Background: an optimization exercise with open tools, aiming at small area, a short achievable clock period and few clock cycles per item. Do not read the settings as production practice.
Only simulation tests tie the RTL to the original design; equivalence was not proved.
No activity file was given, so power comes from the tool's default toggle rates.

== run 1 ==
## ooo_core_top
module ooo_core_top (
    input  logic        clk,
    input  logic        rst,
    input  logic        in_valid,
    input  logic [2:0]  in_op,
    input  logic [4:0]  in_rd,
    input  logic [4:0]  in_rs1,
    input  logic [4:0]  in_rs2,
    input  logic [31:0] in_imm,
    input  logic        in_use_imm,
    output logic        in_ready,
    output logic        commit_valid,
    output logic [4:0]  commit_rd,
    output logic [31:0] commit_value,
    output logic [31:0] commit_seq
);
    logic [31:1][31:0] rf;
    logic        ready_q;
    logic        wd_en;       
    logic [31:1] we;          
    logic [31:1] hold;        
    logic [31:1] xw;          
    logic        i_valid;
    logic [2:0]  i_op;
    logic [4:0]  i_rd;
    logic [31:0] i_imm;
    logic        i_use_imm;
    logic [31:1] i_sel_a;     
    logic [31:1] i_sel_b;     
    logic        i_fwd_a;     
    logic        i_fwd_b;
    logic        i_byp_a;     
    logic        i_byp_b;
    logic        x_valid;
    logic [4:0]  x_rd;
    logic [31:0] x_a_n;       
    logic [31:0] x_b;         
    logic        x_fwd_a;     
    logic        x_fwd_ar;    
    logic        x_nfwd_a;    
    logic        x_nfwd_ar;   
    logic        x_fwd_b;     
    logic        x_fwd_bn;    
    logic        x_nfwd_b;    
    logic        x_fwd_n;     
    logic        x_sub_n;     
    logic        x_sel_sum;   
    logic        x_sel_sp;    
    logic        x_sel_p;     
    logic        x_sel_g;     
    logic        x_nsel_sll;
    logic        x_nsel_srl;
    logic        x_sel_slt;
    logic        x_sel_b0p;   
    logic        x_sel_b0n;   
    logic        c_valid;
    logic [4:0]  c_rd;
    logic [31:0] c_value;
    logic [31:0] c_seq;
    always_comb begin
        for (int i = 1; i < 32; i++) xw[i] = x_valid && x_rd == 5'(i);
    end
    always_ff @(posedge clk) begin
        ready_q <= !rst;
        wd_en   <= !rst;
        if (rst) begin
            i_valid <= 1'b0;
        end else begin
            i_valid <= in_valid && ready_q;
        end
        i_op      <= in_op;
  ...
Size in the first run: about 4800 cells after synthesis, roughly 130 I/O pins, roughly 53000 sq um of cells after synthesis.
==> flow/config.mk <==
export PLATFORM = sky130hd
export DESIGN_NAME = ooo_core_top
export DESIGN_NICKNAME = ooo_core_top
export VERILOG_FILES = /design/flow/design.v
export SDC_FILE = /design/flow/constraint.sdc
export NUM_CORES = 8
export LEC_CHECK = 0
export CAP_MARGIN = 20
export CORE_MARGIN = 2
export CORE_UTILIZATION = 65
export CTS_BUF_LIST = sky130_fd_sc_hd__clkbuf_16
export CTS_CLUSTER_DIAMETER = 80
export CTS_CLUSTER_SIZE = 24
export PLACE_DENSITY = 0.75
export SETUP_SLACK_MARGIN = 5
export SLEW_MARGIN = 20
export SYNTH_HIERARCHICAL = 1
==> flow/constraint.sdc <==
create_clock -name core_clock -period 9.0 [get_ports {clk}]
set_input_delay 1.8000 -clock core_clock [delete_from_list [all_inputs] [get_ports {clk}]]
set_output_delay 1.8000 -clock core_clock [all_outputs]
set_load 0.01 [all_outputs]
standard.sh (not shown) runs the stock make flow with config.mk's settings and CLKGATE_MAP_FILE= SYNTH_SCRIPT=/design/flow/synth_recipe.tcl, a recipe that flattens the netlist after the stock synthesis.
==> flow/flow/run.sh <==
#!/bin/bash
# The standard layout (the standard.sh, standard synthesis unchanged) with
# these changes to how the layout is made:
#  * before floorplanning, every combinational cell is set to its smallest
#    drive strength (flow/downsize.tcl); repair upsizes what the timing needs
#  * floorplanning removes synthesis buffers instead of repairing timing there
#  * ports are buffered with buf_2 (the default picks a delay cell); repair
#    resizes port buffers as the timing needs
# ORFS writes each step's log under orfs/logs/; make's own output goes to
# standard.log.
set -euo pipefail
here=$(pwd)
bash standard.sh SETUP_SLACK_MARGIN=6.15 REMOVE_ABC_BUFFERS=1 \
    PRE_FLOORPLAN_TCL="$here/flow/downsize.tcl" \
    BUFFER_PORTS_ARGS="-buffer_cell sky130_fd_sc_hd__buf_2" finish > standard.log 2>&1
==> flow/flow/downsize.tcl <==
# Set every combinational cell to the smallest drive strength of its kind; the
# flow's timing repair then upsizes only what the timing needs.
set block [ord::get_db_block]
set db [ord::get_db]
array set smallest {}
foreach lib [$db getLibs] {
  foreach m [$lib getMasters] {
    set n [$m getName]
    if {[regexp {^(sky130_fd_sc_hd__[a-z0-9]+)_([0-9]+)$} $n -> base sz]} {
      set lc [get_lib_cells -quiet $n]
      if {$lc eq ""} continue
      if {[get_property $lc dont_use]} continue
      set a [expr {[$m getWidth] * [$m getHeight]}]
      if {![info exists smallest($base)] || $a < [lindex $smallest($base) 1] ||
          ($a == [lindex $smallest($base) 1] && $sz == 1)} {
        set smallest($base) [list $n $a]
      }
    }
  }
}
set changed 0
foreach inst [$block getInsts] {
  set m [$inst getMaster]
  if {[$m isSequential]} continue
  set n [$m getName]
  if {![regexp {^(sky130_fd_sc_hd__[a-z0-9]+)_([0-9]+)$} $n -> base sz]} continue
  if {[string match "*clkbuf*" $base] || [string match "*conb*" $base]} continue
  if {![info exists smallest($base)]} continue
  set to [lindex $smallest($base) 0]
  if {$to ne $n} {
    replace_cell [$inst getName] $to
    incr changed
  }
}
puts "downsize: changed $changed instances"
Testbench counts of run 1, summed over its fixed seeds: cycles 16,024, items 16,000.
The inputs of run 2 differ from those of run 1 as listed below.
--- a/flow/flow/run.sh
+++ b/flow/flow/run.sh
@@ -12,3 +12,3 @@
 here=$(pwd)
-bash standard.sh SETUP_SLACK_MARGIN=6.15 REMOVE_ABC_BUFFERS=1 \
+bash standard.sh SETUP_SLACK_MARGIN=6.08 REMOVE_ABC_BUFFERS=1 \
     PRE_FLOORPLAN_TCL="$here/flow/downsize.tcl" \
From run 1 to run 2 the numbers moved as follows: total power about even, maximum clock frequency ~0 delta, worst hold slack stayed essentially flat, fraction of cell area in non-clock buffers shows no meaningful change, final wirelength neither gained nor lost much.
Here is what was changed in the inputs of run 3 compared with run 2.
# run 2
export LEC_CHECK = 0
export CAP_MARGIN = 20
export CORE_MARGIN = 2
export CORE_UTILIZATION = 65
export CTS_BUF_LIST = sky130_fd_sc_hd__clkbuf_16
export CTS_CLUSTER_DIAMETER = 80
export CTS_CLUSTER_SIZE = 24
export PLACE_DENSITY = 0.75
export SETUP_SLACK_MARGIN = 5
export SLEW_MARGIN = 20
export SYNTH_HIERARCHICAL = 1
create_clock -name core_clock -period 9.0 [get_ports {clk}]
# run 3
export LEC_CHECK = 0
export CAP_MARGIN = 20
export CORE_MARGIN = 2
export CORE_UTILIZATION = 65
export CTS_BUF_LIST = sky130_fd_sc_hd__clkbuf_16
export CTS_CLUSTER_DIAMETER = 80
export CTS_CLUSTER_SIZE = 24
export PLACE_DENSITY = 0.75
export SETUP_SLACK_MARGIN = 5
export SLEW_MARGIN = 20
export SYNTH_HIERARCHICAL = 1
export TNS_END_PERCENT = 50
create_clock -name core_clock -period 9.0 [get_ports {clk}]
### Flow results
In run 3 the post-cts sizing count turned out 40 lower than in run 2.
Looking at final area across run 2 and run 3, the one that comes out lower is run 3.
Run 3 vs run 2 on part of the cycle the worst path needs: run 3 is the higher one.
Run 3 against run 2: sequential share of layout area saw little to no change, count of non-filler cells in the finished layout level.
Changes in run 4 relative to run 3:
--- a/flow/flow/run.sh
+++ b/flow/flow/run.sh
@@ -12,3 +12,3 @@
 here=$(pwd)
-bash standard.sh SETUP_SLACK_MARGIN=6.08 REMOVE_ABC_BUFFERS=1 \
+bash standard.sh SETUP_SLACK_MARGIN=6.15 REMOVE_ABC_BUFFERS=1 \
     PRE_FLOORPLAN_TCL="$here/flow/downsize.tcl" \
[summary]
The higher detailed-routed wire length on met3 of run 4 and run 3 is in run 4.
Switching part of the total essentially unchanged between run 4 and run 3.
Run 4 vs. run 3: clock group share of total power essentially unchanged; final layout net count closely matched the old numbers; critical path depth level; register-to-register setup slack +40 ps.

## re-timing with driven ports
Ports are ideal in the flow. The routed layouts listed here were re-timed in OpenROAD. Step 1 sets driving cells, clkbuf_16 on the clock port and buf_2 on the other inputs (assumed; they add their load-dependent delay and slew). Step 2, shift: input delay + t, output delay - t, t = (earliest + latest rising clock arrival at the registers) / 2. This alone moves slack from input paths to output paths. a / b / c = no drivers / after step 1 / after step 2; a / b = the first two.
| run | shift t [ns] | setup slack, ns | worst setup path after step 2 | worst register clock-pin slew, ns | cell pins on the clock port's net |
|---|---|---|---|---|---|
| run 1 | 0.736 | 6.050 / 5.979 / 5.676 | input to register | 0.10 / 0.10 | 1 |
| run 2 | 0.735 | 6.053 / 5.981 / 5.669 | input to register | 0.11 / 0.11 | 1 |
| run 3 | 0.738 | 6.024 / 5.952 / 5.673 | input to register | 0.10 / 0.10 | 1 |
| run 4 | 0.736 | 6.056 / 5.986 / 5.649 | input to register | 0.10 / 0.10 | 1 |
After both steps every run listed still meets setup and hold. The setup slack of run 4, which loses most, moves by -0.070 ns with the drivers and by -0.407 ns with both steps.
